This is an optimization exercise on Yosys and OpenROAD, whose aim is small area, a short achievable clock period and few clock cycles, not a production implementation.
Only simulation tests tie the RTL to the original design; equivalence was not proved.

JK:
// muldiv_unit_mq
module muldiv_unit_mq #(
  parameter int XLEN       = 32,
  parameter int HART_ID_W  = 1,
  parameter int REG_ADDR_W = 5
) (
  input  logic                  clk,
  input  logic                  rst_n,
  input  logic                  muldiv_start,
  input  logic [2:0]            muldiv_op,
  input  logic [XLEN-1:0]       muldiv_a,
  input  logic [XLEN-1:0]       muldiv_b,
  input  logic [HART_ID_W-1:0]  muldiv_hart_id,
  input  logic [REG_ADDR_W-1:0] muldiv_rd,
  input  logic                  muldiv_kill,
  input  logic [HART_ID_W-1:0]  muldiv_kill_hart_id,
  output logic                  muldiv_busy,
  output logic                  muldiv_done,
  output logic [XLEN-1:0]       muldiv_result,
  output logic [HART_ID_W-1:0]  muldiv_done_hart_id,
  output logic [REG_ADDR_W-1:0] muldiv_done_rd
);
For scale: about 6200 cells after synthesis, ~290 flip-flops, roughly 120 I/O pins, about 41000 µm² of cells after synthesis.
Settings: LEC_CHECK=0, ABC_AREA=1, CAP_MARGIN=20, CORE_MARGIN=2, CORE_UTILIZATION=40, SETUP_SLACK_MARGIN=5, SLEW_MARGIN=20; clock period 10.0 ns.
standard.sh (not shown) runs the stock make flow with config.mk's settings and CLKGATE_MAP_FILE= SYNTH_SCRIPT=/design/flow/synth_recipe.tcl, a recipe that flattens the netlist after the stock synthesis.
==> flow/flow/run.sh <==
#!/bin/bash
set -euo pipefail
bash standard.sh SETUP_SLACK_MARGIN=5.7 "BUFFER_PORTS_ARGS=-buffer_cell sky130_fd_sc_hd__buf_2" finish > flow.log 2>&1
Testbench counts of JK, summed over its fixed seeds: cycles 5,066.
#### Input delta (MS over JK)
==> flow/flow/run.sh <==
#!/bin/bash
set -euo pipefail
bash standard.sh SETUP_SLACK_MARGIN=5.4 "BUFFER_PORTS_ARGS=-buffer_cell sky130_fd_sc_hd__buf_2" finish > flow.log 2>&1
==> comparison <==
- Timing, DRC, antenna: 0 failures across MS and JK
- In MS, the number of cell instances on the worst register-to-register path came out about 8% above the value in JK.

========
== run A ==
Another version of the RTL of muldiv_unit_mq (not shown whole).
Size: about 5,800 cells after synthesis, ~0.039 mm2 of cells after synthesis.
==> flow/config.mk <==
export PLATFORM = sky130hd
export DESIGN_NAME = muldiv_unit_mq
export DESIGN_NICKNAME = muldiv_unit_mq
export VERILOG_FILES = /design/flow/design.v
export SDC_FILE = /design/flow/constraint.sdc
export NUM_CORES = 4
export LEC_CHECK = 0
export ABC_AREA = 1
export CAP_MARGIN = 20
export CORE_MARGIN = 2
export CORE_UTILIZATION = 55
export SETUP_SLACK_MARGIN = 5
export SLEW_MARGIN = 20
==> flow/constraint.sdc <==
create_clock -name core_clock -period 10.0 [get_ports {clk}]
set_input_delay 2.0000 -clock core_clock [delete_from_list [all_inputs] [get_ports {clk}]]
set_output_delay 2.0000 -clock core_clock [all_outputs]
set_load 0.01 [all_outputs]
run.sh (not shown) runs the stock make flow with config.mk's settings and CLKGATE_MAP_FILE= SYNTH_SCRIPT=/design/flow/synth_recipe.tcl, a recipe that flattens the netlist after the stock synthesis.
Stock flow here: none of the scripts above is used.
Run A | stages: all done | timing, DRC, antenna: all pass
Testbench counts of run A, summed over its fixed seeds: cycles 5,402.
Modified inputs, run B compared to run A
diff --git a/flow/config.mk b/flow/config.mk
--- a/flow/config.mk
+++ b/flow/config.mk
@@ -10,3 +10,3 @@
 export CORE_MARGIN = 2
-export CORE_UTILIZATION = 55
+export CORE_UTILIZATION = 40
 export SETUP_SLACK_MARGIN = 5
--- outcome ---
- Compared with run A, in run B cell area -0.0012 mm2, number of clock buffers in the layout -6, final setup slack of the worst path -0.078 ns, post-cts resize count -about 56%, global-route usage -12 points.
- The more densely filled core belongs to run A, not run B.
- Looking at global-route wire length before repair, run B sits above run A.
- Run B vs. run A: die area went up by about 37%.

========
Setup of build 22:
muldiv_unit_mq, a different RTL version from the one above (not shown whole).
For scale: roughly 120 I/O pins.
make LEC_CHECK=0 ABC_AREA=1 CAP_MARGIN=20 CORE_MARGIN=2 CORE_UTILIZATION=40 SETUP_SLACK_MARGIN=4.6 SLEW_MARGIN=20 finish   # period 10.0 ns
Both conditions hold for build 22: the flow ran to the end and the final layout passed the timing, DRC and antenna checks.
Testbench counts of build 22, summed over its fixed seeds: cycles 5,401.
> inputs changed (build 22 -> build 75)
Settings: SETUP_SLACK_MARGIN now 5, was 4.6.
Results
- Build 75 vs. build 22: number of antenna violations at the first check in global routing decreased 2; via count of the first global-routing pass rose 0.58%; fraction of area in multi-input gates fell 0.59 points; global-route usage up 0.42 points; aggregate routed wire length rose by 1.6%.
- Compared with build 22, build 75 shows a routed wire length on met2 that is 1.9% higher.
- Summary: with build 22 as the reference, first-pass GRT wire length in build 75 moved up slightly.
- Final setup slack of the worst path improves in build 75 relative to build 22.
- Share of cells above drive strength 1 (higher): build 75
#### Input delta (build 47 over build 75)
Settings: setting CTS_BUF_LIST to sky130_fd_sc_hd__clkbuf_8 for the first time.
[summary]
- On met3 global-route usage: build 47 sits above build 75.
- Diff build 75 -> build 47: post-CTS setup buffer count moved up; peak fanout along the critical path moved up; actual slew at the worst max-slew pin moved up.
- [compare] base=build 75 new=build 47: sequential share of layout area flat.

========
Setup of v6:
Another version of the RTL of muldiv_unit_mq (not shown whole).
Size: roughly 4600 cells after synthesis, about 280 flip-flops, ~120 I/O pins, ~37000 um2 of cells after synthesis.
==> flow/config.mk <==
export PLATFORM = sky130hd
export DESIGN_NAME = muldiv_unit_mq
export DESIGN_NICKNAME = muldiv_unit_mq
export VERILOG_FILES = /design/flow/design.v
export SDC_FILE = /design/flow/constraint.sdc
export NUM_CORES = 4
export LEC_CHECK = 0
export CAP_MARGIN = 20
export CORE_MARGIN = 2
export CORE_UTILIZATION = 40
export SETUP_SLACK_MARGIN = 5
export SLEW_MARGIN = 20
==> flow/constraint.sdc <==
create_clock -name core_clock -period 10.0 [get_ports {clk}]
set_input_delay 2.0000 -clock core_clock [delete_from_list [all_inputs] [get_ports {clk}]]
set_output_delay 2.0000 -clock core_clock [all_outputs]
set_load 0.01 [all_outputs]
v6 completed end to end with timing, DRC and antenna clean.
Testbench counts of v6, summed over its fixed seeds: cycles 5,402.
What v7 does differently from v6 at the input level:
Settings: an added ABC_AREA of 1.
[summary]
Between v7 and v6, it is v7 whose worst setup slack is higher, by 0.31 ns.
Estimated wirelength of the detail-placed design, v7 and v6: lower on v6
Re met2 usage in global routing: v7 and v6 aren't equal, and the lower value belongs to v6.
From v6 to v7 the numbers moved as follows: non-clock buffer count now sits lower; starting density of the core now sits higher; final-layout clock buffer total now sits higher.
The lower count of non-CTS inverters in the layout came out of v6.
The proportion of cell area occupied by registers reported for v7 is greater than that of v6 by 0.28 points.

========
lane 1:
muldiv_unit_mq, a different RTL version from the one above (not shown whole).
For scale: roughly 120 I/O pins, roughly 0.039 mm² of cells after synthesis.
## muldiv_unit_mq
module muldiv_unit_mq #(
  parameter int XLEN       = 32,
  parameter int HART_ID_W  = 1,
  parameter int REG_ADDR_W = 5
) (
  input  logic                  clk,
  input  logic                  rst_n,
  input  logic                  muldiv_start,
  input  logic [2:0]            muldiv_op,
  input  logic [XLEN-1:0]       muldiv_a,
  input  logic [XLEN-1:0]       muldiv_b,
  input  logic [HART_ID_W-1:0]  muldiv_hart_id,
  input  logic [REG_ADDR_W-1:0] muldiv_rd,
  input  logic                  muldiv_kill,
  input  logic [HART_ID_W-1:0]  muldiv_kill_hart_id,
  output logic                  muldiv_busy,
  output logic                  muldiv_done,
  output logic [XLEN-1:0]       muldiv_result,
  output logic [HART_ID_W-1:0]  muldiv_done_hart_id,
  output logic [REG_ADDR_W-1:0] muldiv_done_rd
);
  localparam logic [2:0] ST_IDLE = 3'd0;
  localparam logic [2:0] ST_M0   = 3'd1;
  localparam logic [2:0] ST_M1   = 3'd2;
  localparam logic [2:0] ST_NORM = 3'd3;
  localparam logic [2:0] ST_DIV  = 3'd4;
  logic [2:0]            st_q;
  logic [3:0]            cnt_q;
  logic [2:0]            op_q;
  logic [HART_ID_W-1:0]  hart_q, fhart_q, dhart_q;
  logic [REG_ADDR_W-1:0] rd_q, frd_q, drd_q;
  logic                  fin_q, fhi_q, done_q;
  logic [31:0]           res_q;
  logic [32:0]           a_q;      
  logic [31:0]           b_q;      
  logic                  bs_q;     
  logic [63:0]           s_q;      
  logic [63:0]           c_q;      
  logic                  zero_q;   
  logic                  neg_q;    
  logic kill_cur, last, accept;
  assign kill_cur    = muldiv_kill && (hart_q == muldiv_kill_hart_id);
  assign muldiv_busy = (st_q != ST_IDLE) && !last;
  assign accept      = muldiv_start && !muldiv_busy;
  logic in_div, in_sgn, sa, sb;
  logic [31:0] a_abs, b_abs;
  assign in_div = muldiv_op[2];
  assign in_sgn = !muldiv_op[0];                                
  assign sa     = (muldiv_op == 3'd1) || (muldiv_op == 3'd2);   
  assign sb     = (muldiv_op == 3'd1);                          
  assign a_abs  = (in_sgn && muldiv_a[31]) ? (32'd0 - muldiv_a) : muldiv_a;
  ...
Settings: LEC_CHECK=0, CAP_MARGIN=20, CORE_MARGIN=2, CORE_UTILIZATION=40, SETUP_SLACK_MARGIN=4, SLEW_MARGIN=20; clock period 10.0 ns.
Testbench counts of lane 1, summed over its fixed seeds: cycles 6,036.
--- input diff lane 1..lane 2 ---
# lane 1
export LEC_CHECK = 0
export CAP_MARGIN = 20
export CORE_MARGIN = 2
export CORE_UTILIZATION = 40
export SETUP_SLACK_MARGIN = 4
export SLEW_MARGIN = 20
create_clock -name core_clock -period 10.0 [get_ports {clk}]
# lane 2
export LEC_CHECK = 0
export CAP_MARGIN = 20
export CORE_MARGIN = 2
export CORE_UTILIZATION = 40
export SETUP_SLACK_MARGIN = 5
export SLEW_MARGIN = 20
create_clock -name core_clock -period 10.0 [get_ports {clk}]
Results
Lane 2 completed every stage of the flow, and the final layout passed the timing, DRC and antenna checks. Lane 2 vs lane 1 — final area climbed by a little under 10%. Relative to lane 1, the hold slack of lane 2 is lower by 0.058 ns. As far as proportion of synthesized chip area in sequential cells goes, lane 2 and lane 1 are indistinguishable; the numbers are identical. Cmp lane 2 and lane 1 / instance count on the critical path / higher: lane 1.

## port drivers added, routing unchanged
No port has a modelled driver above. Below, the same layouts with a new extraction and two added sets of constraints.
Step 1 (the two cells are an assumption about what drives the block):
set clk [get_ports {clk}]
set_driving_cell -lib_cell sky130_fd_sc_hd__clkbuf_16 $clk
set_driving_cell -lib_cell sky130_fd_sc_hd__buf_2 [delete_from_list [all_inputs] $clk]
Step 2 adds t to the input delays and takes it off the output delays; t is the mean of the earliest and latest rising clock arrival at the registers after step 1. Input paths then give back, and output paths get back, about the clock's delay inside the block.
Slacks: ideal ports / drivers / drivers and shift; pairs: ideal ports / drivers.
| run | t, ns | setup WS [ns] | hold slack, ns | clock arrival spread, ns | worst slew at a driven data input, ns |
|---|---|---|---|---|---|
| JK | 0.686 | 5.051 / 5.051 / 5.016 | 0.327 / 0.327 / 0.327 | 0.026 / 0.026 | 0.05 |
| MS | 0.671 | 5.075 / 5.075 / 4.745 | 0.327 / 0.327 / 0.327 | 0.053 / 0.054 | 0.04 |
| run A | 0.665 | 4.283 / 4.211 / 4.505 | 0.325 / 0.325 / 0.325 | 0.041 / 0.041 | 0.04 |
| run B | 0.711 | 4.205 / 4.128 / 4.436 | 0.325 / 0.325 / 0.325 | 0.054 / 0.054 | 0.06 |
| build 22 | 0.684 | 4.631 / 4.631 / 4.249 | 0.326 / 0.326 / 0.326 | 0.057 / 0.057 | 0.06 |
| build 75 | 0.696 | 4.904 / 4.904 / 4.397 | 0.326 / 0.326 / 0.326 | 0.057 / 0.056 | 0.06 |
| build 47 | 0.843 | 4.875 / 4.806 / 4.278 | 0.327 / 0.327 / 0.327 | 0.068 / 0.069 | 0.06 |
| v6 | 0.658 | 3.900 / 3.900 / 3.900 | 0.326 / 0.326 / 0.326 | 0.036 / 0.036 | 0.06 |
| v7 | 0.667 | 4.208 / 4.133 / 4.579 | 0.324 / 0.324 / 0.324 | 0.032 / 0.031 | 0.05 |
| lane 1 | 0.692 | 3.393 / 3.315 / 3.786 | 0.337 / 0.337 / 0.337 | 0.027 / 0.028 | 0.06 |
| lane 2 | 0.707 | 3.113 / 3.038 / 3.745 | 0.279 / 0.279 / 0.279 | 0.086 / 0.086 | 0.07 |
After both steps every run listed still meets setup and hold. The setup slack of build 47, which loses most, moves by -0.069 ns with the drivers and by -0.597 ns with both steps.
